Background: an optimization exercise with open tools, aiming at small area, a short achievable clock period and few clock cycles per item. Do not read the settings as production practice. In this exercise RTL edits were held to simulation tests only and were not proved equivalent to the original. No activity file was given, so power comes from the tool's default toggle rates.

File: design/flow/constraint.sdc
create_clock -name core_clock -period 9.0 [get_ports {clk}]
set_input_delay 1.8000 -clock core_clock [delete_from_list [all_inputs] [get_ports {clk}]]
set_output_delay 1.8000 -clock core_clock [all_outputs]
set_load 0.01 [all_outputs]
File: design/flow/standard.sh
#!/bin/bash
# synth_recipe.tcl (not shown) runs the flow's synth.tcl, then flattens the netlist and writes it again
# the make line also repeats each setting of config.mk as NAME=value (left out here)
make -C /OpenROAD-flow-scripts/flow DESIGN_CONFIG=/design/flow/config.mk WORK_HOME=/design/flow/orfs CLKGATE_MAP_FILE= SYNTH_SCRIPT=/design/flow/synth_recipe.tcl "${@:-finish}"
File: design/flow/flow/run.sh
#!/bin/bash
# Standard layout with two changes:
#  - plain buffers on the ports instead of the delay buffers buffer_ports picks
#  - after synthesis, inv_opt.tcl pushes inverters through the full adders
#    (a full adder is self-dual), removing inverter pairs between adder cells
set -euo pipefail
export BUFFER_PORTS_ARGS="-buffer_cell sky130_fd_sc_hd__buf_2"
export POST_SYNTH_TCL="$PWD/flow/inv_opt.tcl"
bash standard.sh > standard_flow.log 2>&1
File: design/flow/design.v
`default_nettype none
package timing_pkg;
  localparam int SAMPLE_W  = 16;   
  localparam int SYM_W     = 18;   
  localparam int MU_W      = 8;    
  localparam int MU_GAIN_W = 12;   
  typedef logic signed [SAMPLE_W-1:0] sample_t;
  typedef logic signed [SYM_W-1:0] sym_t;
  typedef logic [MU_W-1:0] mu_t;
  typedef logic [MU_GAIN_W-1:0] mu_gain_t;
endpackage
`default_nettype wire
`timescale 1ns/1ps
`default_nettype none
module symbol_nco (
  input  wire                  clk,
  input  wire                  reset_i,
  input  wire                  accept_i,      
  input  wire           [15:0] step_i,
  input  timing_pkg::mu_gain_t mu_gain_i,
  input  wire                  adv_i,         
  output logic                 wrap_o,        
  output logic                 s1_valid_o,
  output timing_pkg::mu_t      mu_o           
);
  localparam int MU_W   = timing_pkg::MU_W;
  localparam int PROD_W = timing_pkg::MU_W + timing_pkg::MU_GAIN_W;   
  logic [15:0]          acc_q;
  logic [16:0]          phase_sum;
  logic [MU_W-1:0]      resid_q;
  timing_pkg::mu_gain_t gain_q;
  logic [PROD_W-1:0]    mu_prod;
  assign phase_sum = {1'b0, acc_q} + {1'b0, step_i};
  assign wrap_o    = phase_sum[16];
  always_ff @(posedge clk) begin
    if (reset_i) begin
      acc_q      <= '0;
      s1_valid_o <= 1'b0;
    end else if (accept_i) begin
      acc_q      <= phase_sum[15:0];
      s1_valid_o <= phase_sum[16];
    end else if (adv_i) begin
      s1_valid_o <= 1'b0;
    end
  end
  always_ff @(posedge clk) begin
    if (accept_i) begin
      resid_q <= phase_sum[15:8];
      gain_q  <= mu_gain_i;
    end
  end
  mu_mult i_mu_mult (
    .a_i (resid_q),
    .b_i (gain_q),
    .p_o (mu_prod)
  );
  always_ff @(posedge clk) begin
    if (adv_i) begin
      mu_o <= (|mu_prod[PROD_W-1:2*MU_W]) ? '1 : mu_prod[2*MU_W-1:MU_W];
    end
  end
endmodule
`default_nettype wire
`timescale 1ns/1ps
`default_nettype none
module mu_mult (
  input  wire [7:0]  a_i,
  input  wire [11:0] b_i,
  output wire [19:0] p_o
);
  wire [11:0] pp0 = b_i & {12{a_i[0]}};
  wire [11:0] pp1 = b_i & {12{a_i[1]}};
  wire [11:0] pp2 = b_i & {12{a_i[2]}};
  wire [11:0] pp3 = b_i & {12{a_i[3]}};
  wire [11:0] pp4 = b_i & {12{a_i[4]}};
  wire [11:0] pp5 = b_i & {12{a_i[5]}};
  wire [11:0] pp6 = b_i & {12{a_i[6]}};
  wire [11:0] pp7 = b_i & {12{a_i[7]}};
  wire m_s0 = pp0[6] ^ pp1[5];
  wire m_c0 = pp0[6] & pp1[5];
  wire m_s1 = pp0[7] ^ pp1[6] ^ pp2[5];
  wire m_c1 = (pp0[7] & pp1[6]) | (pp2[5] & (pp0[7] ^ pp1[6]));
  wire m_s2 = pp3[4] ^ pp4[3];
  wire m_c2 = pp3[4] & pp4[3];
  wire m_s3 = pp0[8] ^ pp1[7] ^ pp2[6];
  wire m_c3 = (pp0[8] & pp1[7]) | (pp2[6] & (pp0[8] ^ pp1[7]));
  wire m_s4 = pp3[5] ^ pp4[4] ^ pp5[3];
  wire m_c4 = (pp3[5] & pp4[4]) | (pp5[3] & (pp3[5] ^ pp4[4]));
  wire m_s5 = pp0[9] ^ pp1[8] ^ pp2[7];
  wire m_c5 = (pp0[9] & pp1[8]) | (pp2[7] & (pp0[9] ^ pp1[8]));
  wire m_s6 = pp3[6] ^ pp4[5] ^ pp5[4];
  wire m_c6 = (pp3[6] & pp4[5]) | (pp5[4] & (pp3[6] ^ pp4[5]));
  wire m_s7 = pp0[10] ^ pp1[9] ^ pp2[8];
  wire m_c7 = (pp0[10] & pp1[9]) | (pp2[8] & (pp0[10] ^ pp1[9]));
  wire m_s8 = pp3[7] ^ pp4[6] ^ pp5[5];
  wire m_c8 = (pp3[7] & pp4[6]) | (pp5[5] & (pp3[7] ^ pp4[6]));
  wire m_s9 = pp0[11] ^ pp1[10] ^ pp2[9];
  wire m_c9 = (pp0[11] & pp1[10]) | (pp2[9] & (pp0[11] ^ pp1[10]));
  wire m_s10 = pp3[8] ^ pp4[7] ^ pp5[6];
  wire m_c10 = (pp3[8] & pp4[7]) | (pp5[6] & (pp3[8] ^ pp4[7]));
  wire m_s11 = pp1[11] ^ pp2[10] ^ pp3[9];
  wire m_c11 = (pp1[11] & pp2[10]) | (pp3[9] & (pp1[11] ^ pp2[10]));
  wire m_s12 = pp4[8] ^ pp5[7];
  wire m_c12 = pp4[8] & pp5[7];
  wire m_s13 = pp2[11] ^ pp3[10] ^ pp4[9];
  wire m_c13 = (pp2[11] & pp3[10]) | (pp4[9] & (pp2[11] ^ pp3[10]));
  wire m_s14 = pp0[4] ^ pp1[3];
  wire m_c14 = pp0[4] & pp1[3];
  wire m_s15 = pp0[5] ^ pp1[4] ^ pp2[3];
  wire m_c15 = (pp0[5] & pp1[4]) | (pp2[3] & (pp0[5] ^ pp1[4]));
  wire m_s16 = pp3[2] ^ pp4[1];
  wire m_c16 = pp3[2] & pp4[1];
  wire m_s17 = pp2[4] ^ pp3[3] ^ pp4[2];
  wire m_c17 = (pp2[4] & pp3[3]) | (pp4[2] & (pp2[4] ^ pp3[3]));
  wire m_s18 = pp5[1] ^ pp6[0] ^ m_s0;
  wire m_c18 = (pp5[1] & pp6[0]) | (m_s0 & (pp5[1] ^ pp6[0]));
  wire m_s19 = pp5[2] ^ pp6[1] ^ pp7[0];
  wire m_c19 = (pp5[2] & pp6[1]) | (pp7[0] & (pp5[2] ^ pp6[1]));
  wire m_s20 = m_s1 ^ m_s2 ^ m_c0;
  wire m_c20 = (m_s1 & m_s2) | (m_c0 & (m_s1 ^ m_s2));
  wire m_s21 = pp6[2] ^ pp7[1] ^ m_s3;
  wire m_c21 = (pp6[2] & pp7[1]) | (m_s3 & (pp6[2] ^ pp7[1]));
  wire m_s22 = m_s4 ^ m_c1 ^ m_c2;
  wire m_c22 = (m_s4 & m_c1) | (m_c2 & (m_s4 ^ m_c1));
  wire m_s23 = pp6[3] ^ pp7[2] ^ m_s5;
  wire m_c23 = (pp6[3] & pp7[2]) | (m_s5 & (pp6[3] ^ pp7[2]));
  wire m_s24 = m_s6 ^ m_c3 ^ m_c4;
  wire m_c24 = (m_s6 & m_c3) | (m_c4 & (m_s6 ^ m_c3));
  wire m_s25 = pp6[4] ^ pp7[3] ^ m_s7;
  wire m_c25 = (pp6[4] & pp7[3]) | (m_s7 & (pp6[4] ^ pp7[3]));
  wire m_s26 = m_s8 ^ m_c5 ^ m_c6;
  wire m_c26 = (m_s8 & m_c5) | (m_c6 & (m_s8 ^ m_c5));
  wire m_s27 = pp6[5] ^ pp7[4] ^ m_s9;
  wire m_c27 = (pp6[5] & pp7[4]) | (m_s9 & (pp6[5] ^ pp7[4]));
  wire m_s28 = m_s10 ^ m_c7 ^ m_c8;
  wire m_c28 = (m_s10 & m_c7) | (m_c8 & (m_s10 ^ m_c7));
  wire m_s29 = pp6[6] ^ pp7[5] ^ m_s11;
  wire m_c29 = (pp6[6] & pp7[5]) | (m_s11 & (pp6[6] ^ pp7[5]));
  wire m_s30 = m_s12 ^ m_c9 ^ m_c10;
  wire m_c30 = (m_s12 & m_c9) | (m_c10 & (m_s12 ^ m_c9));
  wire m_s31 = pp5[8] ^ pp6[7] ^ pp7[6];
  wire m_c31 = (pp5[8] & pp6[7]) | (pp7[6] & (pp5[8] ^ pp6[7]));
  wire m_s32 = m_s13 ^ m_c11 ^ m_c12;
  wire m_c32 = (m_s13 & m_c11) | (m_c12 & (m_s13 ^ m_c11));
  wire m_s33 = pp3[11] ^ pp4[10] ^ pp5[9];
  wire m_c33 = (pp3[11] & pp4[10]) | (pp5[9] & (pp3[11] ^ pp4[10]));
  wire m_s34 = pp6[8] ^ pp7[7] ^ m_c13;
  wire m_c34 = (pp6[8] & pp7[7]) | (m_c13 & (pp6[8] ^ pp7[7]));
  wire m_s35 = pp4[11] ^ pp5[10] ^ pp6[9];
  wire m_c35 = (pp4[11] & pp5[10]) | (pp6[9] & (pp4[11] ^ pp5[10]));
  wire m_s36 = pp0[3] ^ pp1[2];
  wire m_c36 = pp0[3] & pp1[2];
  wire m_s37 = pp2[2] ^ pp3[1] ^ pp4[0];
  wire m_c37 = (pp2[2] & pp3[1]) | (pp4[0] & (pp2[2] ^ pp3[1]));
  wire m_s38 = pp5[0] ^ m_s15 ^ m_s16;
  wire m_c38 = (pp5[0] & m_s15) | (m_s16 & (pp5[0] ^ m_s15));
  wire m_s39 = m_s17 ^ m_s18 ^ m_c15;
  wire m_c39 = (m_s17 & m_s18) | (m_c15 & (m_s17 ^ m_s18));
  wire m_s40 = m_s19 ^ m_s20 ^ m_c17;
  wire m_c40 = (m_s19 & m_s20) | (m_c17 & (m_s19 ^ m_s20));
  wire m_s41 = m_s21 ^ m_s22 ^ m_c19;
  wire m_c41 = (m_s21 & m_s22) | (m_c19 & (m_s21 ^ m_s22));
  wire m_s42 = m_s23 ^ m_s24 ^ m_c21;
  wire m_c42 = (m_s23 & m_s24) | (m_c21 & (m_s23 ^ m_s24));
  wire m_s43 = m_s25 ^ m_s26 ^ m_c23;
  wire m_c43 = (m_s25 & m_s26) | (m_c23 & (m_s25 ^ m_s26));
  wire m_s44 = m_s27 ^ m_s28 ^ m_c25;
  wire m_c44 = (m_s27 & m_s28) | (m_c25 & (m_s27 ^ m_s28));
  wire m_s45 = m_s29 ^ m_s30 ^ m_c27;
  wire m_c45 = (m_s29 & m_s30) | (m_c27 & (m_s29 ^ m_s30));
  wire m_s46 = m_s31 ^ m_s32 ^ m_c29;
  wire m_c46 = (m_s31 & m_s32) | (m_c29 & (m_s31 ^ m_s32));
  wire m_s47 = m_s33 ^ m_s34 ^ m_c31;
  wire m_c47 = (m_s33 & m_s34) | (m_c31 & (m_s33 ^ m_s34));
  wire m_s48 = pp7[8] ^ m_s35 ^ m_c33;
  wire m_c48 = (pp7[8] & m_s35) | (m_c33 & (pp7[8] ^ m_s35));
  wire m_s49 = pp5[11] ^ pp6[10] ^ pp7[9];
  wire m_c49 = (pp5[11] & pp6[10]) | (pp7[9] & (pp5[11] ^ pp6[10]));
  wire m_s50 = pp0[2] ^ pp1[1];
  wire m_c50 = pp0[2] & pp1[1];
  wire m_s51 = pp2[1] ^ pp3[0] ^ m_s36;
  wire m_c51 = (pp2[1] & pp3[0]) | (m_s36 & (pp2[1] ^ pp3[0]));
  wire m_s52 = m_s14 ^ m_s37 ^ m_c36;
  wire m_c52 = (m_s14 & m_s37) | (m_c36 & (m_s14 ^ m_s37));
  wire m_s53 = m_c14 ^ m_s38 ^ m_c37;
  wire m_c53 = (m_c14 & m_s38) | (m_c37 & (m_c14 ^ m_s38));
  wire m_s54 = m_c16 ^ m_s39 ^ m_c38;
  wire m_c54 = (m_c16 & m_s39) | (m_c38 & (m_c16 ^ m_s39));
  wire m_s55 = m_c18 ^ m_s40 ^ m_c39;
  wire m_c55 = (m_c18 & m_s40) | (m_c39 & (m_c18 ^ m_s40));
  wire m_s56 = m_c20 ^ m_s41 ^ m_c40;
  wire m_c56 = (m_c20 & m_s41) | (m_c40 & (m_c20 ^ m_s41));
  wire m_s57 = m_c22 ^ m_s42 ^ m_c41;
  wire m_c57 = (m_c22 & m_s42) | (m_c41 & (m_c22 ^ m_s42));
  wire m_s58 = m_c24 ^ m_s43 ^ m_c42;
  wire m_c58 = (m_c24 & m_s43) | (m_c42 & (m_c24 ^ m_s43));
  wire m_s59 = m_c26 ^ m_s44 ^ m_c43;
  wire m_c59 = (m_c26 & m_s44) | (m_c43 & (m_c26 ^ m_s44));
  wire m_s60 = m_c28 ^ m_s45 ^ m_c44;
  wire m_c60 = (m_c28 & m_s45) | (m_c44 & (m_c28 ^ m_s45));
  wire m_s61 = m_c30 ^ m_s46 ^ m_c45;
  wire m_c61 = (m_c30 & m_s46) | (m_c45 & (m_c30 ^ m_s46));
  wire m_s62 = m_c32 ^ m_s47 ^ m_c46;
  wire m_c62 = (m_c32 & m_s47) | (m_c46 & (m_c32 ^ m_s47));
  wire m_s63 = m_c34 ^ m_s48 ^ m_c47;
  wire m_c63 = (m_c34 & m_s48) | (m_c47 & (m_c34 ^ m_s48));
  wire m_s64 = m_c35 ^ m_s49 ^ m_c48;
  wire m_c64 = (m_c35 & m_s49) | (m_c48 & (m_c35 ^ m_s49));
  wire m_s65 = pp6[11] ^ pp7[10] ^ m_c49;
  wire m_c65 = (pp6[11] & pp7[10]) | (m_c49 & (pp6[11] ^ pp7[10]));
  wire [19:0] row_a = {1'b0, pp7[11], m_s65, m_s64, m_s63, m_s62, m_s61, m_s60, m_s59, m_s58, m_s57, m_s56, m_s55, m_s54, m_s53, m_s52, m_s51, pp2[0], pp0[1], pp0[0]};
  wire [19:0] row_b = {1'b0, m_c65, m_c64, m_c63, m_c62, m_c61, m_c60, m_c59, m_c58, m_c57, m_c56, m_c55, m_c54, m_c53, m_c52, m_c51, m_c50, m_s50, pp1[0], 1'b0};
  assign p_o = row_a + row_b;
endmodule
`default_nettype wire
`timescale 1ns/1ps
`default_nettype none
module rail_interp (
  input  wire                 clk,
  input  wire                 reset_i,
  input  wire                 accept_i,   
  input  timing_pkg::sample_t smp_i,
  input  wire                 adv_i,      
  input  timing_pkg::mu_t     mu_i,       
  output timing_pkg::sym_t    rail_o      
);
  timing_pkg::sample_t cur_q;     
  timing_pkg::sample_t prev_q;    
  logic [15:0]         xc_q;      
  logic [16:0]         d_q;       
  logic [23:0]         y;
  always_ff @(posedge clk) begin
    if (reset_i) begin
      cur_q <= '0;
    end else if (accept_i) begin
      cur_q <= smp_i;
    end
  end
  always_ff @(posedge clk) begin
    if (accept_i) prev_q <= cur_q;
  end
  always_ff @(posedge clk) begin
    if (adv_i) begin
      xc_q <= cur_q + 16'd256;
      d_q  <= 17'(prev_q) - 17'(cur_q);
    end
  end
  interp_tree i_interp_tree (
    .d_i  (d_q),
    .mu_i (mu_i),
    .xc_i (xc_q),
    .y_o  (y)
  );
  assign rail_o = y[23:6];
endmodule
`default_nettype wire
`timescale 1ns/1ps
`default_nettype none
module interp_tree (
  input  wire [16:0] d_i,
  input  wire [7:0]  mu_i,
  input  wire [15:0] xc_i,
  output wire [23:0] y_o
);
  wire [16:0] pp0 = {~(d_i[16] & mu_i[0]), d_i[15:0] & {16{mu_i[0]}}};
  wire [16:0] pp1 = {~(d_i[16] & mu_i[1]), d_i[15:0] & {16{mu_i[1]}}};
  wire [16:0] pp2 = {~(d_i[16] & mu_i[2]), d_i[15:0] & {16{mu_i[2]}}};
  wire [16:0] pp3 = {~(d_i[16] & mu_i[3]), d_i[15:0] & {16{mu_i[3]}}};
  wire [16:0] pp4 = {~(d_i[16] & mu_i[4]), d_i[15:0] & {16{mu_i[4]}}};
  wire [16:0] pp5 = {~(d_i[16] & mu_i[5]), d_i[15:0] & {16{mu_i[5]}}};
  wire [16:0] pp6 = {~(d_i[16] & mu_i[6]), d_i[15:0] & {16{mu_i[6]}}};
  wire [16:0] pp7 = {~(d_i[16] & mu_i[7]), d_i[15:0] & {16{mu_i[7]}}};
  wire t_s0 = pp0[6] ^ pp1[5];
  wire t_c0 = pp0[6] & pp1[5];
  wire t_s1 = pp0[7] ^ pp1[6] ^ pp2[5];
  wire t_c1 = (pp0[7] & pp1[6]) | (pp2[5] & (pp0[7] ^ pp1[6]));
  wire t_s2 = pp3[4] ^ pp4[3];
  wire t_c2 = pp3[4] & pp4[3];
  wire t_s3 = pp0[8] ^ pp1[7] ^ pp2[6];
  wire t_c3 = (pp0[8] & pp1[7]) | (pp2[6] & (pp0[8] ^ pp1[7]));
  wire t_s4 = pp3[5] ^ pp4[4] ^ pp5[3];
  wire t_c4 = (pp3[5] & pp4[4]) | (pp5[3] & (pp3[5] ^ pp4[4]));
  wire t_s5 = pp6[2] ^ pp7[1];
  wire t_c5 = pp6[2] & pp7[1];
  wire t_s6 = pp0[9] ^ pp1[8] ^ pp2[7];
  wire t_c6 = (pp0[9] & pp1[8]) | (pp2[7] & (pp0[9] ^ pp1[8]));
  wire t_s7 = pp3[6] ^ pp4[5] ^ pp5[4];
  wire t_c7 = (pp3[6] & pp4[5]) | (pp5[4] & (pp3[6] ^ pp4[5]));
  wire t_s8 = pp6[3] ^ pp7[2] ^ xc_i[1];
  wire t_c8 = (pp6[3] & pp7[2]) | (xc_i[1] & (pp6[3] ^ pp7[2]));
  wire t_s9 = pp0[10] ^ pp1[9] ^ pp2[8];
  wire t_c9 = (pp0[10] & pp1[9]) | (pp2[8] & (pp0[10] ^ pp1[9]));
  wire t_s10 = pp3[7] ^ pp4[6] ^ pp5[5];
  wire t_c10 = (pp3[7] & pp4[6]) | (pp5[5] & (pp3[7] ^ pp4[6]));
  wire t_s11 = pp6[4] ^ pp7[3] ^ xc_i[2];
  wire t_c11 = (pp6[4] & pp7[3]) | (xc_i[2] & (pp6[4] ^ pp7[3]));
  wire t_s12 = pp0[11] ^ pp1[10] ^ pp2[9];
  wire t_c12 = (pp0[11] & pp1[10]) | (pp2[9] & (pp0[11] ^ pp1[10]));
  wire t_s13 = pp3[8] ^ pp4[7] ^ pp5[6];
  wire t_c13 = (pp3[8] & pp4[7]) | (pp5[6] & (pp3[8] ^ pp4[7]));
  wire t_s14 = pp6[5] ^ pp7[4] ^ xc_i[3];
  wire t_c14 = (pp6[5] & pp7[4]) | (xc_i[3] & (pp6[5] ^ pp7[4]));
  wire t_s15 = pp0[12] ^ pp1[11] ^ pp2[10];
  wire t_c15 = (pp0[12] & pp1[11]) | (pp2[10] & (pp0[12] ^ pp1[11]));
  wire t_s16 = pp3[9] ^ pp4[8] ^ pp5[7];
  wire t_c16 = (pp3[9] & pp4[8]) | (pp5[7] & (pp3[9] ^ pp4[8]));
  wire t_s17 = pp6[6] ^ pp7[5] ^ xc_i[4];
  wire t_c17 = (pp6[6] & pp7[5]) | (xc_i[4] & (pp6[6] ^ pp7[5]));
  wire t_s18 = pp0[13] ^ pp1[12] ^ pp2[11];
  wire t_c18 = (pp0[13] & pp1[12]) | (pp2[11] & (pp0[13] ^ pp1[12]));
  wire t_s19 = pp3[10] ^ pp4[9] ^ pp5[8];
  wire t_c19 = (pp3[10] & pp4[9]) | (pp5[8] & (pp3[10] ^ pp4[9]));
  wire t_s20 = pp6[7] ^ pp7[6] ^ xc_i[5];
  wire t_c20 = (pp6[7] & pp7[6]) | (xc_i[5] & (pp6[7] ^ pp7[6]));
  wire t_s21 = pp0[14] ^ pp1[13] ^ pp2[12];
  wire t_c21 = (pp0[14] & pp1[13]) | (pp2[12] & (pp0[14] ^ pp1[13]));
  wire t_s22 = pp3[11] ^ pp4[10] ^ pp5[9];
  wire t_c22 = (pp3[11] & pp4[10]) | (pp5[9] & (pp3[11] ^ pp4[10]));
  wire t_s23 = pp6[8] ^ pp7[7] ^ xc_i[6];
  wire t_c23 = (pp6[8] & pp7[7]) | (xc_i[6] & (pp6[8] ^ pp7[7]));
  wire t_s24 = pp0[15] ^ pp1[14] ^ pp2[13];
  wire t_c24 = (pp0[15] & pp1[14]) | (pp2[13] & (pp0[15] ^ pp1[14]));
  wire t_s25 = pp3[12] ^ pp4[11] ^ pp5[10];
  wire t_c25 = (pp3[12] & pp4[11]) | (pp5[10] & (pp3[12] ^ pp4[11]));
  wire t_s26 = pp6[9] ^ pp7[8] ^ xc_i[7];
  wire t_c26 = (pp6[9] & pp7[8]) | (xc_i[7] & (pp6[9] ^ pp7[8]));
  wire t_s27 = pp0[16] ^ pp1[15] ^ pp2[14];
  wire t_c27 = (pp0[16] & pp1[15]) | (pp2[14] & (pp0[16] ^ pp1[15]));
  wire t_s28 = pp3[13] ^ pp4[12] ^ pp5[11];
  wire t_c28 = (pp3[13] & pp4[12]) | (pp5[11] & (pp3[13] ^ pp4[12]));
  wire t_s29 = pp6[10] ^ pp7[9] ^ xc_i[8];
  wire t_c29 = (pp6[10] & pp7[9]) | (xc_i[8] & (pp6[10] ^ pp7[9]));
  wire t_s30 = pp1[16] ^ pp2[15] ^ pp3[14];
  wire t_c30 = (pp1[16] & pp2[15]) | (pp3[14] & (pp1[16] ^ pp2[15]));
  wire t_s31 = pp4[13] ^ pp5[12] ^ pp6[11];
  wire t_c31 = (pp4[13] & pp5[12]) | (pp6[11] & (pp4[13] ^ pp5[12]));
  wire t_s32 = pp7[10] ^ xc_i[9];
  wire t_c32 = pp7[10] & xc_i[9];
  wire t_s33 = pp2[16] ^ pp3[15] ^ pp4[14];
  wire t_c33 = (pp2[16] & pp3[15]) | (pp4[14] & (pp2[16] ^ pp3[15]));
  wire t_s34 = pp5[13] ^ pp6[12] ^ pp7[11];
  wire t_c34 = (pp5[13] & pp6[12]) | (pp7[11] & (pp5[13] ^ pp6[12]));
  wire t_s35 = pp3[16] ^ pp4[15] ^ pp5[14];
  wire t_c35 = (pp3[16] & pp4[15]) | (pp5[14] & (pp3[16] ^ pp4[15]));
  wire t_s36 = pp0[4] ^ pp1[3];
  wire t_c36 = pp0[4] & pp1[3];
  wire t_s37 = pp0[5] ^ pp1[4] ^ pp2[3];
  wire t_c37 = (pp0[5] & pp1[4]) | (pp2[3] & (pp0[5] ^ pp1[4]));
  wire t_s38 = pp3[2] ^ pp4[1];
  wire t_c38 = pp3[2] & pp4[1];
  wire t_s39 = pp2[4] ^ pp3[3] ^ pp4[2];
  wire t_c39 = (pp2[4] & pp3[3]) | (pp4[2] & (pp2[4] ^ pp3[3]));
  wire t_s40 = pp5[1] ^ pp6[0] ^ t_s0;
  wire t_c40 = (pp5[1] & pp6[0]) | (t_s0 & (pp5[1] ^ pp6[0]));
  wire t_s41 = pp5[2] ^ pp6[1] ^ pp7[0];
  wire t_c41 = (pp5[2] & pp6[1]) | (pp7[0] & (pp5[2] ^ pp6[1]));
  wire t_s42 = t_s1 ^ t_s2 ^ t_c0;
  wire t_c42 = (t_s1 & t_s2) | (t_c0 & (t_s1 ^ t_s2));
  wire t_s43 = xc_i[0] ^ t_s3 ^ t_s4;
  wire t_c43 = (xc_i[0] & t_s3) | (t_s4 & (xc_i[0] ^ t_s3));
  wire t_s44 = t_s5 ^ t_c1 ^ t_c2;
  wire t_c44 = (t_s5 & t_c1) | (t_c2 & (t_s5 ^ t_c1));
  wire t_s45 = t_s6 ^ t_s7 ^ t_s8;
  wire t_c45 = (t_s6 & t_s7) | (t_s8 & (t_s6 ^ t_s7));
  wire t_s46 = t_c3 ^ t_c4 ^ t_c5;
  wire t_c46 = (t_c3 & t_c4) | (t_c5 & (t_c3 ^ t_c4));
  wire t_s47 = t_s9 ^ t_s10 ^ t_s11;
  wire t_c47 = (t_s9 & t_s10) | (t_s11 & (t_s9 ^ t_s10));
  wire t_s48 = t_c6 ^ t_c7 ^ t_c8;
  wire t_c48 = (t_c6 & t_c7) | (t_c8 & (t_c6 ^ t_c7));
  wire t_s49 = t_s12 ^ t_s13 ^ t_s14;
  wire t_c49 = (t_s12 & t_s13) | (t_s14 & (t_s12 ^ t_s13));
  wire t_s50 = t_c9 ^ t_c10 ^ t_c11;
  wire t_c50 = (t_c9 & t_c10) | (t_c11 & (t_c9 ^ t_c10));
  wire t_s51 = t_s15 ^ t_s16 ^ t_s17;
  wire t_c51 = (t_s15 & t_s16) | (t_s17 & (t_s15 ^ t_s16));
  wire t_s52 = t_c12 ^ t_c13 ^ t_c14;
  wire t_c52 = (t_c12 & t_c13) | (t_c14 & (t_c12 ^ t_c13));
  wire t_s53 = t_s18 ^ t_s19 ^ t_s20;
  wire t_c53 = (t_s18 & t_s19) | (t_s20 & (t_s18 ^ t_s19));
  wire t_s54 = t_c15 ^ t_c16 ^ t_c17;
  wire t_c54 = (t_c15 & t_c16) | (t_c17 & (t_c15 ^ t_c16));
  wire t_s55 = t_s21 ^ t_s22 ^ t_s23;
  wire t_c55 = (t_s21 & t_s22) | (t_s23 & (t_s21 ^ t_s22));
  wire t_s56 = t_c18 ^ t_c19 ^ t_c20;
  wire t_c56 = (t_c18 & t_c19) | (t_c20 & (t_c18 ^ t_c19));
  wire t_s57 = t_s24 ^ t_s25 ^ t_s26;
  wire t_c57 = (t_s24 & t_s25) | (t_s26 & (t_s24 ^ t_s25));
  wire t_s58 = t_c21 ^ t_c22 ^ t_c23;
  wire t_c58 = (t_c21 & t_c22) | (t_c23 & (t_c21 ^ t_c22));
  wire t_s59 = t_s27 ^ t_s28 ^ t_s29;
  wire t_c59 = (t_s27 & t_s28) | (t_s29 & (t_s27 ^ t_s28));
  wire t_s60 = t_c24 ^ t_c25 ^ t_c26;
  wire t_c60 = (t_c24 & t_c25) | (t_c26 & (t_c24 ^ t_c25));
  wire t_s61 = t_s30 ^ t_s31 ^ t_s32;
  wire t_c61 = (t_s30 & t_s31) | (t_s32 & (t_s30 ^ t_s31));
  wire t_s62 = t_c27 ^ t_c28 ^ t_c29;
  wire t_c62 = (t_c27 & t_c28) | (t_c29 & (t_c27 ^ t_c28));
  wire t_s63 = xc_i[10] ^ t_s33 ^ t_s34;
  wire t_c63 = (xc_i[10] & t_s33) | (t_s34 & (xc_i[10] ^ t_s33));
  wire t_s64 = t_c30 ^ t_c31 ^ t_c32;
  wire t_c64 = (t_c30 & t_c31) | (t_c32 & (t_c30 ^ t_c31));
  wire t_s65 = pp6[13] ^ pp7[12] ^ xc_i[11];
  wire t_c65 = (pp6[13] & pp7[12]) | (xc_i[11] & (pp6[13] ^ pp7[12]));
  wire t_s66 = t_s35 ^ t_c33 ^ t_c34;
  wire t_c66 = (t_s35 & t_c33) | (t_c34 & (t_s35 ^ t_c33));
  wire t_s67 = pp4[16] ^ pp5[15] ^ pp6[14];
  wire t_c67 = (pp4[16] & pp5[15]) | (pp6[14] & (pp4[16] ^ pp5[15]));
  wire t_s68 = pp7[13] ^ xc_i[12] ^ t_c35;
  wire t_c68 = (pp7[13] & xc_i[12]) | (t_c35 & (pp7[13] ^ xc_i[12]));
  wire t_s69 = pp5[16] ^ pp6[15] ^ pp7[14];
  wire t_c69 = (pp5[16] & pp6[15]) | (pp7[14] & (pp5[16] ^ pp6[15]));
  wire t_s70 = pp0[3] ^ pp1[2];
  wire t_c70 = pp0[3] & pp1[2];
  wire t_s71 = pp2[2] ^ pp3[1] ^ pp4[0];
  wire t_c71 = (pp2[2] & pp3[1]) | (pp4[0] & (pp2[2] ^ pp3[1]));
  wire t_s72 = pp5[0] ^ t_s37 ^ t_s38;
  wire t_c72 = (pp5[0] & t_s37) | (t_s38 & (pp5[0] ^ t_s37));
  wire t_s73 = t_s39 ^ t_s40 ^ t_c37;
  wire t_c73 = (t_s39 & t_s40) | (t_c37 & (t_s39 ^ t_s40));
  wire t_s74 = t_s41 ^ t_s42 ^ t_c39;
  wire t_c74 = (t_s41 & t_s42) | (t_c39 & (t_s41 ^ t_s42));
  wire t_s75 = t_s43 ^ t_s44 ^ t_c41;
  wire t_c75 = (t_s43 & t_s44) | (t_c41 & (t_s43 ^ t_s44));
  wire t_s76 = t_s45 ^ t_s46 ^ t_c43;
  wire t_c76 = (t_s45 & t_s46) | (t_c43 & (t_s45 ^ t_s46));
  wire t_s77 = t_s47 ^ t_s48 ^ t_c45;
  wire t_c77 = (t_s47 & t_s48) | (t_c45 & (t_s47 ^ t_s48));
  wire t_s78 = t_s49 ^ t_s50 ^ t_c47;
  wire t_c78 = (t_s49 & t_s50) | (t_c47 & (t_s49 ^ t_s50));
  wire t_s79 = t_s51 ^ t_s52 ^ t_c49;
  wire t_c79 = (t_s51 & t_s52) | (t_c49 & (t_s51 ^ t_s52));
  wire t_s80 = t_s53 ^ t_s54 ^ t_c51;
  wire t_c80 = (t_s53 & t_s54) | (t_c51 & (t_s53 ^ t_s54));
  wire t_s81 = t_s55 ^ t_s56 ^ t_c53;
  wire t_c81 = (t_s55 & t_s56) | (t_c53 & (t_s55 ^ t_s56));
  wire t_s82 = t_s57 ^ t_s58 ^ t_c55;
  wire t_c82 = (t_s57 & t_s58) | (t_c55 & (t_s57 ^ t_s58));
  wire t_s83 = t_s59 ^ t_s60 ^ t_c57;
  wire t_c83 = (t_s59 & t_s60) | (t_c57 & (t_s59 ^ t_s60));
  wire t_s84 = t_s61 ^ t_s62 ^ t_c59;
  wire t_c84 = (t_s61 & t_s62) | (t_c59 & (t_s61 ^ t_s62));
  wire t_s85 = t_s63 ^ t_s64 ^ t_c61;
  wire t_c85 = (t_s63 & t_s64) | (t_c61 & (t_s63 ^ t_s64));
  wire t_s86 = t_s65 ^ t_s66 ^ t_c63;
  wire t_c86 = (t_s65 & t_s66) | (t_c63 & (t_s65 ^ t_s66));
  wire t_s87 = t_s67 ^ t_s68 ^ t_c65;
  wire t_c87 = (t_s67 & t_s68) | (t_c65 & (t_s67 ^ t_s68));
  wire t_s88 = xc_i[13] ^ t_s69 ^ t_c67;
  wire t_c88 = (xc_i[13] & t_s69) | (t_c67 & (xc_i[13] ^ t_s69));
  wire t_s89 = pp6[16] ^ pp7[15] ^ xc_i[14];
  wire t_c89 = (pp6[16] & pp7[15]) | (xc_i[14] & (pp6[16] ^ pp7[15]));
  wire t_s90 = pp0[2] ^ pp1[1];
  wire t_c90 = pp0[2] & pp1[1];
  wire t_s91 = pp2[1] ^ pp3[0] ^ t_s70;
  wire t_c91 = (pp2[1] & pp3[0]) | (t_s70 & (pp2[1] ^ pp3[0]));
  wire t_s92 = t_s36 ^ t_s71 ^ t_c70;
  wire t_c92 = (t_s36 & t_s71) | (t_c70 & (t_s36 ^ t_s71));
  wire t_s93 = t_c36 ^ t_s72 ^ t_c71;
  wire t_c93 = (t_c36 & t_s72) | (t_c71 & (t_c36 ^ t_s72));
  wire t_s94 = t_c38 ^ t_s73 ^ t_c72;
  wire t_c94 = (t_c38 & t_s73) | (t_c72 & (t_c38 ^ t_s73));
  wire t_s95 = t_c40 ^ t_s74 ^ t_c73;
  wire t_c95 = (t_c40 & t_s74) | (t_c73 & (t_c40 ^ t_s74));
  wire t_s96 = t_c42 ^ t_s75 ^ t_c74;
  wire t_c96 = (t_c42 & t_s75) | (t_c74 & (t_c42 ^ t_s75));
  wire t_s97 = t_c44 ^ t_s76 ^ t_c75;
  wire t_c97 = (t_c44 & t_s76) | (t_c75 & (t_c44 ^ t_s76));
  wire t_s98 = t_c46 ^ t_s77 ^ t_c76;
  wire t_c98 = (t_c46 & t_s77) | (t_c76 & (t_c46 ^ t_s77));
  wire t_s99 = t_c48 ^ t_s78 ^ t_c77;
  wire t_c99 = (t_c48 & t_s78) | (t_c77 & (t_c48 ^ t_s78));
  wire t_s100 = t_c50 ^ t_s79 ^ t_c78;
  wire t_c100 = (t_c50 & t_s79) | (t_c78 & (t_c50 ^ t_s79));
  wire t_s101 = t_c52 ^ t_s80 ^ t_c79;
  wire t_c101 = (t_c52 & t_s80) | (t_c79 & (t_c52 ^ t_s80));
  wire t_s102 = t_c54 ^ t_s81 ^ t_c80;
  wire t_c102 = (t_c54 & t_s81) | (t_c80 & (t_c54 ^ t_s81));
  wire t_s103 = t_c56 ^ t_s82 ^ t_c81;
  wire t_c103 = (t_c56 & t_s82) | (t_c81 & (t_c56 ^ t_s82));
  wire t_s104 = t_c58 ^ t_s83 ^ t_c82;
  wire t_c104 = (t_c58 & t_s83) | (t_c82 & (t_c58 ^ t_s83));
  wire t_s105 = t_c60 ^ t_s84 ^ t_c83;
  wire t_c105 = (t_c60 & t_s84) | (t_c83 & (t_c60 ^ t_s84));
  wire t_s106 = t_c62 ^ t_s85 ^ t_c84;
  wire t_c106 = (t_c62 & t_s85) | (t_c84 & (t_c62 ^ t_s85));
  wire t_s107 = t_c64 ^ t_s86 ^ t_c85;
  wire t_c107 = (t_c64 & t_s86) | (t_c85 & (t_c64 ^ t_s86));
  wire t_s108 = t_c66 ^ t_s87 ^ t_c86;
  wire t_c108 = (t_c66 & t_s87) | (t_c86 & (t_c66 ^ t_s87));
  wire t_s109 = t_c68 ^ t_s88 ^ t_c87;
  wire t_c109 = (t_c68 & t_s88) | (t_c87 & (t_c68 ^ t_s88));
  wire t_s110 = t_c69 ^ t_s89 ^ t_c88;
  wire t_c110 = (t_c69 & t_s89) | (t_c88 & (t_c69 ^ t_s89));
  wire t_s111 = pp7[16] ^ xc_i[15] ^ t_c89;
  wire t_c111 = (pp7[16] & xc_i[15]) | (t_c89 & (pp7[16] ^ xc_i[15]));
  wire [23:0] row_a = {t_s111, t_s110, t_s109, t_s108, t_s107, t_s106, t_s105, t_s104, t_s103, t_s102, t_s101, t_s100, t_s99, t_s98, t_s97, t_s96, t_s95, t_s94, t_s93, t_s92, t_s91, pp2[0], pp0[1], pp0[0]};
  wire [23:0] row_b = {t_c110, t_c109, t_c108, t_c107, t_c106, t_c105, t_c104, t_c103, t_c102, t_c101, t_c100, t_c99, t_c98, t_c97, t_c96, t_c95, t_c94, t_c93, t_c92, t_c91, t_c90, t_s90, pp1[0], 1'b0};
  assign y_o = row_a + row_b;
endmodule
`default_nettype wire
`timescale 1ns/1ps
`default_nettype none
module symbol_joiner (
  input  wire              clk,
  input  wire              reset_i,
  input  wire              push_i,
  input  timing_pkg::sym_t i_sym_i,
  input  timing_pkg::sym_t q_sym_i,
  input  wire              sym_ready_i,
  output logic             free_o,        
  output logic             sym_valid_o,
  output timing_pkg::sym_t sym_i_o,
  output timing_pkg::sym_t sym_q_o
);
  assign free_o = !sym_valid_o | sym_ready_i;
  always_ff @(posedge clk) begin
    if (reset_i) begin
      sym_valid_o <= 1'b0;
    end else if (free_o) begin
      sym_valid_o <= push_i;
    end
  end
  always_ff @(posedge clk) begin
    if (push_i) begin
      sym_i_o <= i_sym_i;
      sym_q_o <= q_sym_i;
    end
  end
endmodule
`default_nettype wire
`timescale 1ns/1ps
`default_nettype none
module timing_recovery_top (
  input  wire                  clk,
  input  wire                  reset_i,
  input  wire                  raw_valid_i,
  input  timing_pkg::sample_t  raw_i_i,
  input  timing_pkg::sample_t  raw_q_i,
  input  wire           [15:0] step_i,
  input  timing_pkg::mu_gain_t mu_gain_i,
  input  wire                  sym_ready_i,
  output logic                 raw_ready_o,
  output logic                 sym_valid_o,
  output timing_pkg::sym_t     sym_i_o,
  output timing_pkg::sym_t     sym_q_o
);
  logic             accept;
  logic             s1_valid;
  logic             s2_valid;
  logic             out_free;   
  logic             en2;        
  logic             adv;        
  logic             push;       
  timing_pkg::mu_t  mu;
  timing_pkg::sym_t rail_i;
  timing_pkg::sym_t rail_q;
  assign push        = s2_valid & out_free;
  assign en2         = !s2_valid | out_free;
  assign adv         = s1_valid & en2;
  assign raw_ready_o = !s1_valid | en2;
  assign accept      = raw_valid_i & raw_ready_o;
  symbol_nco i_symbol_nco (
    .clk        (clk),
    .reset_i    (reset_i),
    .accept_i   (accept),
    .step_i     (step_i),
    .mu_gain_i  (mu_gain_i),
    .adv_i      (adv),
    .wrap_o     (),
    .s1_valid_o (s1_valid),
    .mu_o       (mu)
  );
  rail_interp i_rail_i (
    .clk      (clk),
    .reset_i  (reset_i),
    .accept_i (accept),
    .smp_i    (raw_i_i),
    .adv_i    (adv),
    .mu_i     (mu),
    .rail_o   (rail_i)
  );
  rail_interp i_rail_q (
    .clk      (clk),
    .reset_i  (reset_i),
    .accept_i (accept),
    .smp_i    (raw_q_i),
    .adv_i    (adv),
    .mu_i     (mu),
    .rail_o   (rail_q)
  );
  symbol_joiner i_symbol_joiner (
    .clk         (clk),
    .reset_i     (reset_i),
    .push_i      (push),
    .i_sym_i     (rail_i),
    .q_sym_i     (rail_q),
    .sym_ready_i (sym_ready_i),
    .free_o      (out_free),
    .sym_valid_o (sym_valid_o),
    .sym_i_o     (sym_i_o),
    .sym_q_o     (sym_q_o)
  );
  always_ff @(posedge clk) begin
    if (reset_i) begin
      s2_valid <= 1'b0;
    end else if (en2) begin
      s2_valid <= adv;
    end
  end
endmodule
`default_nettype wire
File: design/flow/flow/inv_opt.tcl
# Push inverters through full adders (sky130 fa is self-dual:
# FA(~a,~b,~c) = (~sum, ~cout)) wherever that removes inverters.
# Runs on the synthesized netlist loaded in OpenROAD (POST_SYNTH_TCL hook).

namespace eval invopt {
  variable block
  variable inv_master
  variable uid 0

  proc is_inv {inst} {
    set n [[$inst getMaster] getName]
    return [string match "sky130_fd_sc_hd__inv_*" $n]
  }
  proc is_fa {inst} {
    return [string match "sky130_fd_sc_hd__fa_*" [[$inst getMaster] getName]]
  }
  proc driver {net} {
    foreach it [$net getITerms] {
      if {[$it isOutputSignal]} { return $it }
    }
    return ""
  }
  proc loads {net} {
    set l {}
    foreach it [$net getITerms] {
      if {[$it isInputSignal]} { lappend l $it }
    }
    return $l
  }
  proc has_bterm {net} {
    return [expr {[llength [$net getBTerms]] > 0}]
  }
  # inverter driven by net, if any: returns its output net or ""
  proc inv_of {net} {
    foreach it [loads $net] {
      set inst [$it getInst]
      if {[is_inv $inst]} { return [[$inst findITerm Y] getNet] }
    }
    return ""
  }
  proc new_net {} {
    variable block
    variable uid
    incr uid
    return [odb::dbNet_create $block "invopt_n$uid"]
  }
  proc new_inv {a y} {
    variable block
    variable inv_master
    variable uid
    incr uid
    set inst [odb::dbInst_create $block $inv_master "invopt_i$uid"]
    [$inst findITerm A] connect $a
    [$inst findITerm Y] connect $y
    return $inst
  }

  proc gain {f} {
    set g 0
    set seen {}
    foreach p {A B CIN} {
      set x [[$f findITerm $p] getNet]
      if {$x eq "NULL" || $x eq ""} { return -99 }
      if {[lsearch $seen $x] >= 0} { return -99 }
      lappend seen $x
      set d [driver $x]
      if {$d ne "" && [is_inv [$d getInst]]} {
        if {[llength [loads $x]] == 1 && ![has_bterm $x]} { incr g }
      } elseif {[inv_of $x] eq ""} {
        incr g -1
      }
    }
    foreach p {SUM COUT} {
      set s [[$f findITerm $p] getNet]
      if {$s eq "NULL" || $s eq ""} { return -99 }
      set other [has_bterm $s]
      foreach it [loads $s] {
        set inst [$it getInst]
        if {[is_inv $inst] && ![has_bterm [[$inst findITerm Y] getNet]]} {
          incr g
        } else {
          set other 1
        }
      }
      if {$other} { incr g -1 }
    }
    return $g
  }

  proc flip {f} {
    foreach p {A B CIN} {
      set it [$f findITerm $p]
      set x [$it getNet]
      set d [driver $x]
      if {$d ne "" && [is_inv [$d getInst]]} {
        set dinst [$d getInst]
        set y [[$dinst findITerm A] getNet]
        $it disconnect
        $it connect $y
        if {[llength [loads $x]] == 0 && ![has_bterm $x]} {
          odb::dbInst_destroy $dinst
          odb::dbNet_destroy $x
        }
      } else {
        set z [inv_of $x]
        if {$z eq ""} {
          set z [new_net]
          new_inv $x $z
        }
        $it disconnect
        $it connect $z
      }
    }
    foreach p {SUM COUT} {
      set it [$f findITerm $p]
      set s [$it getNet]
      set s2 [new_net]
      $it disconnect
      $it connect $s2
      set other [has_bterm $s]
      foreach l [loads $s] {
        set inst [$l getInst]
        if {[is_inv $inst] && ![has_bterm [[$inst findITerm Y] getNet]]} {
          set t [[$inst findITerm Y] getNet]
          foreach tl [loads $t] {
            $tl disconnect
            $tl connect $s2
          }
          odb::dbInst_destroy $inst
          odb::dbNet_destroy $t
        } else {
          set other 1
        }
      }
      if {$other} {
        new_inv $s2 $s
      } else {
        odb::dbNet_destroy $s
      }
    }
  }

  proc count_inv {} {
    variable block
    set n 0
    foreach i [$block getInsts] { if {[is_inv $i]} { incr n } }
    return $n
  }

  proc run {} {
    variable block
    variable inv_master
    set block [ord::get_db_block]
    set inv_master [[ord::get_db] findMaster sky130_fd_sc_hd__inv_1]
    set before [count_inv]
    for {set pass 0} {$pass < 20} {incr pass} {
      set changed 0
      foreach f [$block getInsts] {
        if {![is_fa $f]} { continue }
        if {[gain $f] > 0} {
          flip $f
          incr changed
        }
      }
      if {$changed == 0} { break }
    }
    puts "invopt: inverters $before -> [count_inv] after $pass passes"
  }
}
invopt::run
File: design/flow/config.mk
export PLATFORM = sky130hd
export DESIGN_NAME = timing_recovery_top
export DESIGN_NICKNAME = timing_recovery_top
export VERILOG_FILES = /design/flow/design.v
export SDC_FILE = /design/flow/constraint.sdc
export NUM_CORES = 4
export LEC_CHECK = 0
export CAP_MARGIN = 20
export CORE_MARGIN = 2
export CORE_UTILIZATION = 55
export CTS_BUF_LIST = sky130_fd_sc_hd__clkbuf_4 sky130_fd_sc_hd__clkbuf_8
export SETUP_SLACK_MARGIN = 4.5
export SLEW_MARGIN = 20
==> impl_metrics.json, run 1 <==
{
  "period_needed_ns": 4.79,
  "cts_tree": "done",
  "reg2regPathDepth": 16,
  "period_share": 0.533,
  "critPathKind": "flip-flop to flip-flop",
  "status": "complete, no violations",
  "fmax_mhz": 209,
  "drv_slew": 0,
  "die_x_um": 191,
  "cts_root_buf": "clkbuf_8",
  "wl_per_cell_um": 17.9,
  "cp-end-kind": "flip-flop",
  "rows": 68,
  "maxCapViolations": 0,
  "postLayoutSetupSlackWorst_ns": 4.21,
  "dp.cells": 2326,
  "first_global_vias": 14300,
  "core_sq_um": 34400,
  "overflow": 0,
  "io_pins": 102,
  "crit_top_cell": "fa_1",
  "finalSetupTns_ns": 0,
  "syn2layout_area_growth_pct": 20.4,
  "die_area_sq_um": 36300,
  "gp_congestion": 0.811,
  "drt_first_pass_iters": 5,
  "drtIter0Drc": 688,
  "cts.sinks": 213,
  "route.vias.total": 13500,
  "ir_worst_vdd_uv": 314,
  "grt_max_degree": 75,
  "drc": 0,
  "fin_cells": 2512,
  "final_cell_mix": "260 x nand2_1, 247 x fa_1, 196 x and2_1, 183 x inv_1, 162 x edfxtp_1",
  "cp-start-kind": "flip-flop",
  "cts_buffers": 42,
  "cp_cell_sequence": "buf_6, buf_16, buf_4, and2_4, ha_4, fa_1, fa_1, fa_1, ha_4, or3_4, or2_4, a221o_1, a31oi_4, o21bai_4, a21oi_2, xnor2_1",
  "start_util": 0.557,
  "portBuffers": 101,
  "hold_path.class": "flip-flop to flip-flop",
  "syn_area_sq_um": 19100,
  "layout_commonest_cell": "nand2_1",
  "cpPeakStageDelay_ns": 0.57,
  "cts_max_level": 2,
  "final_antenna_net_count": 0,
  "setup_violations": 0,
  "antenna_found_initial": 10,
  "rsz0062_at_grt": "true",
  "relSlewSlack": 0.293,
  "track_usage": 0.258,
  "arrival_ns": 5.15,
  "ys_warn_count": 4,
  "synth_area_per_cell_sq_um": 10.6,
  "path_clk_slew_ns": 0.06,
  "leakagePower_nw": 9.99,
  "slowest_stage": "fa_1",
  "pwr_density_cell_nw_per_um2": 322,
  "cts_max_path_buffers": 3,
  "finalHoldViolations": 0,
  "synthCells": 1808,
  "grt_pass1_wl_mm": 72.9,
  "clkLatencyLatePin_ns": 0.62,
  "syn-num-nets": 2272,
  "clock_skew_ns": 0.0471,
  "dp_hpwl_mm": 29.7,
  "worst_slew_pin_slew_ns": 1.06,
  "drt-total-wl_mm": 44.9,
  "power_w": 0.00742,
  "holdPathStages": 2,
  "die_h_um": 191,
  "place_ws_ns": 3.50,
  "cp.required_ns": 9.36,
  "nets": 2485,
  "critPathMaxFanout": 5,
  "drive_gt1_frac": 0.212,
  "viasPerCell": 5.38
}
==> power breakdown <==
part	internal [W]	switching [W]
logic	0.00254	0.00248
registers	0.00131	0.0000636
clock network	0.000572	0.000455
total	0.00442	0.00300
==> layer usage <==
layer	vias to the layer above	part of all wire	global-route usage
met4	14	0.027	0.0781
met3	90	0.059	0.0664
met2	290	0.48	0.421
li1	6386	-	-
met1	6732	0.44	0.341
met5	-	0.0022	0
==> worst max-delay path, delay by kind of cell, from the launching register on <==
| kind | cells | cell delay, ns |
|---|---|---|
| adders and majority gates | 5 | 1.94 |
| AOI/OAI and AO/OA | 4 | 0.91 |
| and+or+nand+nor | 3 | 0.74 |
| DFF | 1 | 0.47 |
| buffers and inverters | 3 | 0.44 |
| xor gates and xnor gates | 1 | 0.07 |
==> worst paths after layout <==
check,startpoint,to,slack (ns)
setup reg to reg,i_symbol_nco.mu_o[1]$_SDFFCE_PP1P_,i_symbol_joiner.sym_i_o[12]$_DFFE_PP_,4.21
setup / recovery,i_symbol_nco.mu_o[1]$_SDFFCE_PP1P_,i_symbol_joiner.sym_i_o[12]$_DFFE_PP_,4.21
hold reg to reg,i_symbol_nco.acc_q[3]$_SDFFE_PP0P_,i_symbol_nco.acc_q[3]$_SDFFE_PP0P_,0.46
hold / removal,i_symbol_nco.acc_q[3]$_SDFFE_PP0P_,i_symbol_nco.acc_q[3]$_SDFFE_PP0P_,0.46
==> cell type report <==
class                           count  area (sq um)
Tap cell                          455           569
Timing Repair Buffer              217          1810
Clock inverter                     21           168
Multi-Input combinational cell   1361         13200
Inverter                          186           702
Antenna cell                        3          7.51
Clock buffer                       56           702
Fill cell                        2755         11300
Sequential cell                   213          5890
==> registers in the layout, summed over array words and instances, names as in the netlist, 17 cells and up <==
| name | cells |
|---|---|
| i_symbol_joiner.sym_q_o | 18 |
| i_rail_i.d_q | 17 |
| i_rail_q.d_q | 17 |
| i_symbol_joiner.sym_i_o | 18 |
==> through the flow <==
step | hold WS [ns] | util | area (sq um)
floorplan | 0.430 | - | 19200
global placement | 0.443 | 0.587 | 20200
detailed placement | 0.453 | 0.587 | 20200
CTS | 0.459 | 0.654 | 22500
global route | 0.480 | 0.670 | 23000
finish | 0.457 | 0.670 | 23000
==> repair_timing <==
action	in CTS	in global routing
setup endpoints to repair	39	34
hold buffers	0	0
resized for setup	140	72
pin swaps	108	95
setup buffers	75	21
gates cloned	7	2
Testbench counts, summed over its fixed seeds: cycles 24,012, items 24,000.
==> inputs of run 2 (changes only) <==
--- a/design/flow/config.mk
+++ b/design/flow/config.mk
@@ -10,4 +10,4 @@
 export CORE_UTILIZATION = 55
 export CTS_BUF_LIST = sky130_fd_sc_hd__clkbuf_4 sky130_fd_sc_hd__clkbuf_8
-export SETUP_SLACK_MARGIN = 4.5
+export SETUP_SLACK_MARGIN = 3.7
 export SLEW_MARGIN = 20
==> run 2 against run 1 <==
Critical path type unchanged. First-iteration DRC count down 7.8%. Still clean. Clock skew shrank 0.0061 ns. Area after synthesis did not move. Cell count down 4.3%. Die area unchanged. Combinational power down about 30%. Critical endpoint is now i_symbol_joiner.sym_q_o[17]$_DFFE_PP_. Clock-buffer cell count up 3.
==> impl_metrics.json, run 2 <==
{
  "swShare": 0.399,
  "ys_warn_count": 4,
  "final_antenna_net_count": 0,
  "io_pins": 102,
  "start_util": 0.557,
  "worst_slew_pin_slew_ns": 1.08,
  "overflow": 0,
  "finalSetupTns_ns": 0,
  "cts_tree": "done",
  "startpoint": "i_symbol_nco.mu_o[3]$_SDFFCE_PP1P_",
  "seq_area_sq_um": 5890,
  "leakagePower_nw": 9.24,
  "period_needed_ns": 5.06,
  "hold_path.class": "flip-flop to flip-flop",
  "holdCritStartpoint": "i_rail_i.cur_q[7]$_SDFFE_PP0P_",
  "syn2layout_area_growth_pct": 10.3,
  "cts_max_level": 2,
  "arrival_ns": 5.39,
  "cp-start-kind": "flip-flop",
  "drc": 0,
  "viasPerCell": 5.37,
  "drv_slew": 0,
  "synth_area_per_cell_sq_um": 10.6,
  "period_share": 0.562,
  "r2r_start": "i_symbol_nco.mu_o[3]$_SDFFCE_PP1P_",
  "post_cts_buffers": 0,
  "drt-total-wl_mm": 39.5,
  "cts_max_path_buffers": 3,
  "rsz0062_at_grt": "true",
  "layout_commonest_cell": "nand2_1",
  "power_frac_clock": 0.180,
  "intPower_w": 0.00358,
  "clkLatencyLatePin_ns": 0.62,
  "clock_skew_ns": 0.0410,
  "drt_first_pass_iters": 5,
  "critPathMaxFanout": 34,
  "portBuffers": 101,
  "syn-num-nets": 2272,
  "drtIter0Drc": 634,
  "critPathKind": "flip-flop to flip-flop",
  "dp_hpwl_mm": 29.5,
  "die_h_um": 191,
  "power_frac_comb": 0.588,
  "n_fill_cell": 2943,
  "gp_congestion": 0.839,
  "first_global_vias": 13700,
  "cts.sinks": 213,
  "status": "complete, no violations",
  "die_x_um": 191,
  "cts_root_buf": "clkbuf_8",
  "core_sq_um": 34400,
  "syn_area_sq_um": 19100,
  "reg_top3": "i_symbol_joiner.sym_i_o (18), i_symbol_joiner.sym_q_o (18)",
  "fin_worst_hold_slack_ns": 0.459,
  "finalHoldViolations": 0,
  "ir_worst_vdd_uv": 204,
  "setup_violations": 0,
  "rows": 68,
  "design_area_sq_um": 21100,
  "fmax_mhz": 198,
  "route.vias.total": 12900,
  "final_cell_mix": "269 x nand2_1, 268 x fa_1, 209 x and2_1, 185 x inv_1, 162 x edfxtp_1",
  "maxCapViolations": 0,
  "drive_gt1_frac": 0.101,
  "wl_per_cell_um": 16.4,
  "p_sw_w": 0.00238,
  "p_seq_frac": 0.231,
  "grt_max_degree": 75,
  "antenna_found_initial": 10,
  "cp.required_ns": 9.33,
  "path_clk_slew_ns": 0.06,
  "pwr_density_cell_nw_per_um2": 283,
  "nets": 2379,
  "die_area_sq_um": 36300,
  "track_usage": 0.235,
  "synthCells": 1808,
  "grt_pass1_wl_mm": 67.4,
  "cts_buffers": 40,
  "multi_input_area_sq_um": 12400,
  "cp-end-kind": "flip-flop",
  "relSlewSlack": 0.279,
  "placed_cell_area_sq_um": 20100
}
run 2: power by group through the flow:
stage / Combinational, W / Clock, W / Sequential (W)
2_1_floorplan: 0.00285 / 0 / 0.00137
3_3_place_gp: 0.00342 / 0 / 0.00140
5_1_grt: 0.00404 / 0.00115 / 0.00139
4_1_cts: 0.00353 / 0.00111 / 0.00138
3_5_place_dp: 0.00349 / 0 / 0.00140
6_report: 0.00351 / 0.00108 / 0.00138
run 2: final timing paths:
path              slack [ns]  depth (start not counted)                               endpoint
setup / recovery        3.94                         16  i_symbol_joiner.sym_q_o[17]$_DFFE_PP_
hold / removal          0.46                          0             i_rail_i.xc_q[7]$_DFFE_PP_
setup reg to reg        3.94                         16  i_symbol_joiner.sym_q_o[17]$_DFFE_PP_
hold reg to reg         0.46                          0             i_rail_i.xc_q[7]$_DFFE_PP_
run 2: worst max-delay path, cell delays in order, from the launching register on:
cell      delay (ns)
edfxtp_1        0.34
buf_6           0.28
nand2_1         0.13
fa_1            0.55
inv_1           0.05
fa_1            0.48
fa_1            0.58
fa_1            0.42
ha_1            0.34
a211o_1         0.28
o211ai_1        0.09
a21oi_1         0.12
o31ai_1         0.36
o21ai_1         0.20
a211o_1         0.32
a21oi_1         0.18
xnor2_1         0.08
run 2: cell type report:
cell class / instances / area share
multi-input combinational: 1361 / 0.588
sequential: 213 / 0.279
clock buffer: 59 / 0.0349
inverter: 186 / 0.0331
timing repair buffer: 113 / 0.0299
tap: 455 / 0.0270
clock inverter: 14 / 0.00812
antenna: 4 / 0.000474
run 2: layer usage:
layer / GRT usage / wire length [um] / up-vias
met3: 0.0609 / 2350 / 72
met4: 0.0632 / 822 / 14
met5: 0 / 86 / -
li1: - / - / 6171
met2: 0.379 / 18200 / 254
met1: 0.317 / 18100 / 6404
run 2: repair_timing:
item / in CTS / in global routing
hold buffers: 0 / 0
gates resized for setup: 0 / 8
endpoints found under the setup margin: 0 / 4
run 2: per-stage QoR:
| step | std cells | total power, W | utilization | worst slack (ns) |
|---|---|---|---|---|
| global route | 2402 | 0.00657 | 0.614 | 3.67 |
| detailed placement | 2327 | 0.00489 | 0.586 | 3.82 |
| finish | 2405 | 0.00597 | 0.614 | 3.94 |
| CTS | 2400 | 0.00602 | 0.612 | 3.82 |
| global placement | 2327 | 0.00482 | 0.586 | 3.87 |
| floorplan | 1808 | 0.00422 | - | 4.25 |
==> inputs of run 3 (changes only) <==
--- a/design/flow/config.mk
+++ b/design/flow/config.mk
@@ -6,8 +6,9 @@
 export NUM_CORES = 4
 export LEC_CHECK = 0
+export ABC_AREA = 1
 export CAP_MARGIN = 20
 export CORE_MARGIN = 2
 export CORE_UTILIZATION = 55
 export CTS_BUF_LIST = sky130_fd_sc_hd__clkbuf_4 sky130_fd_sc_hd__clkbuf_8
-export SETUP_SLACK_MARGIN = 3.7
+export SETUP_SLACK_MARGIN = 4.0
 export SLEW_MARGIN = 20
==> run 3 against run 2 <==
Still clean. Clock power barely moved. Core utilization shrank 0.40 points. Register-to-register slack improved by 0.32 ns. Total power grew 44%. First-iteration DRC count decreased by 0.16%. Routed wire length is 15% higher. Setup slack improved by 0.32 ns. Critical path depth decreased by 2. Critical endpoint is now i_symbol_joiner.sym_i_o[17]$_DFFE_PP_. Largest cell class unchanged.
==> impl_metrics.json, run 3 <==
{
  "gp_congestion": 0.858,
  "rsz0062_at_grt": "false",
  "cts.sinks": 213,
  "nets": 2834,
  "rows": 70,
  "cts_root_buf": "clkbuf_8",
  "start_util": 0.559,
  "overflow": 0,
  "synthCells": 2292,
  "antenna_found_initial": 6,
  "drive_gt1_frac": 0.0991,
  "cts_tree": "done",
  "worst_slew_pin_slew_ns": 1.02,
  "cts_buffers": 40,
  "drt_first_pass_iters": 5,
  "maxCapViolations": 0,
  "final_cell_mix": "577 x nand2_1, 364 x inv_1, 268 x fa_1, 162 x edfxtp_1, 140 x a21oi_1",
  "critPathKind": "flip-flop to flip-flop",
  "period_share": 0.526,
  "antenna_cells": 0,
  "final_antenna_net_count": 0,
  "syn_area_sq_um": 20500,
  "finalHoldViolations": 0,
  "synth_area_per_cell_sq_um": 8.96,
  "reg_top3": "i_symbol_joiner.sym_i_o (18), i_symbol_joiner.sym_q_o (18)",
  "postCtsResizedCells": 0,
  "cts_hold_buf": 0,
  "cp_cell_sequence": "buf_4, nand2_1, fa_1, fa_1, fa_1, fa_1, inv_1, ha_1, a21o_1, a21oi_1, nor2_1, a211oi_1, nand3_1, xnor2_1",
  "portBuffers": 101,
  "viasPerCell": 5.26,
  "hold_path.class": "flip-flop to flip-flop",
  "slowest_stage": "fa_1",
  "power_w": 0.00860,
  "finalSetupTns_ns": 0,
  "drv_slew": 0,
  "core_sq_um": 36700,
  "io_pins": 102,
  "arrival_ns": 5.06,
  "cp-start-kind": "flip-flop",
  "period_needed_ns": 4.74,
  "drtIter0Drc": 633,
  "ir_worst_vdd_uv": 182,
  "wl_per_cell_um": 15.8,
  "setup_violations": 0,
  "syn-num-nets": 2756,
  "leakagePower_nw": 10.7,
  "route.vias.total": 15100,
  "die_area_sq_um": 38900,
  "grt_max_degree": 75,
  "layout_commonest_cell": "nand2_1",
  "clock_skew_ns": 0.0460,
  "pwr_density_cell_nw_per_um2": 384,
  "critPathMaxFanout": 34,
  "dp_hpwl_mm": 36.4,
  "drc": 0,
  "relSlewSlack": 0.321,
  "grt_pass1_wl_mm": 76.5,
  "fmax_mhz": 211,
  "cp_num_buf_inv": 2,
  "status": "complete, no violations",
  "cpPeakStageDelay_ns": 0.59,
  "cts_max_path_buffers": 3,
  "crit_top_cell": "fa_1",
  "clkLatencyLatePin_ns": 0.62,
  "cp.required_ns": 9.32,
  "cts_max_level": 2,
  "drt-total-wl_mm": 45.3,
  "syn2layout_area_growth_pct": 9.05,
  "cp_top_family": "adder cells",
  "first_global_vias": 15800,
  "track_usage": 0.245,
  "path_clk_slew_ns": 0.06,
  "die_x_um": 197,
  "ys_warn_count": 4,
  "cp-end-kind": "flip-flop",
  "die_h_um": 197
}
## run 3: worst reg2reg max path: cells and delay by family, from the launching register on
family / cells / cell delay [ns]
fa+ha+maj: 5 / 2.43
compound gates: 3 / 0.71
buf+inv: 2 / 0.44
simple gates: 3 / 0.39
flops: 1 / 0.34
xor+xnor: 1 / 0.15
## run 3: repair_timing
action / CTS / global route
endpoints found under the setup margin: 0 / 27
buffers inserted: 0 / 14
endpoints found under the hold margin: 0 / 0
## run 3: metrics by stage
stage               area (sq um)  cells  hold slack, ns  setup WS [ns]  utilization
floorplan                  20500   2292           0.408           4.56            -
global placement           21300   2780           0.411           3.79        0.582
detailed placement         21400   2782           0.419           4.04        0.582
CTS                        22300   2856           0.433           4.00        0.607
global route               22400   2870           0.444           4.03        0.610
finish                     22400   2870           0.432           4.26        0.610
## run 3: metal layers
metal	GRT usage	part of all wire
met1	0.332	0.46
met2	0.401	0.47
met3	0.0492	0.057
met4	0.0688	0.019
met5	0	0.0015
## run 3: path summary, 6_finish.rpt
path	from	end	slack, ns	cells past startpoint
setup reg to reg	i_symbol_nco.mu_o[6]$_SDFFCE_PP1P_	i_symbol_joiner.sym_i_o[17]$_DFFE_PP_	4.26	14
hold reg to reg	i_rail_q.cur_q[15]$_SDFFE_PP0P_	i_rail_q.prev_q[15]$_DFFE_PP_	0.43	0
hold / removal	i_rail_q.cur_q[15]$_SDFFE_PP0P_	i_rail_q.prev_q[15]$_DFFE_PP_	0.43	0
setup / recovery	i_symbol_nco.mu_o[6]$_SDFFCE_PP1P_	i_symbol_joiner.sym_i_o[17]$_DFFE_PP_	4.26	14
## run 3: where the power goes
part,total (W),switching (W),internal [W]
sequential,0.00147,0.0000623,0.00141
combinational,0.00607,0.00375,0.00232
clock,0.00106,0.000439,0.000617
## run 3: area by class of cell
class	count	area (sq um)
timing repair buffer	127	716
multi-input combinational	1616	12900
clock buffer	60	732
fill	3256	14300
sequential	213	5890
tap	468	586
clock inverter	14	180
inverter	372	1400

[separate check: timing with driven ports]
In the flow no input, the clock included, has a driving cell. The finished layouts below were timed again as built, in two steps. Step 1 (the two cells are an assumption about what drives the block):
set clk [get_ports {clk}]
set_driving_cell -lib_cell sky130_fd_sc_hd__clkbuf_16 $clk
set_driving_cell -lib_cell sky130_fd_sc_hd__buf_2 [delete_from_list [all_inputs] $clk]
Step 2 times the ports against the registers' clock, not the clock port: input delays grow and output delays shrink by t, the midpoint of the rising clock arrivals with the driver on. Three values: ideal, step 1, step 2; two values: the first two.
| run | shift t [ns] | setup WS [ns] | hold WS [ns] | clock arrival spread, ns | pins driven straight from the clock port |
|---|---|---|---|---|---|
| run 1 | 0.643 | 4.205 / 4.205 / 4.205 | 0.457 / 0.457 / 0.457 | 0.048 / 0.048 | 1 |
| run 2 | 0.641 | 3.941 / 3.941 / 3.941 | 0.459 / 0.459 / 0.459 | 0.044 / 0.044 | 1 |
| run 3 | 0.643 | 4.262 / 4.262 / 4.262 | 0.432 / 0.432 / 0.432 | 0.050 / 0.050 | 1 |
After both steps setup and hold are still met in every run listed.
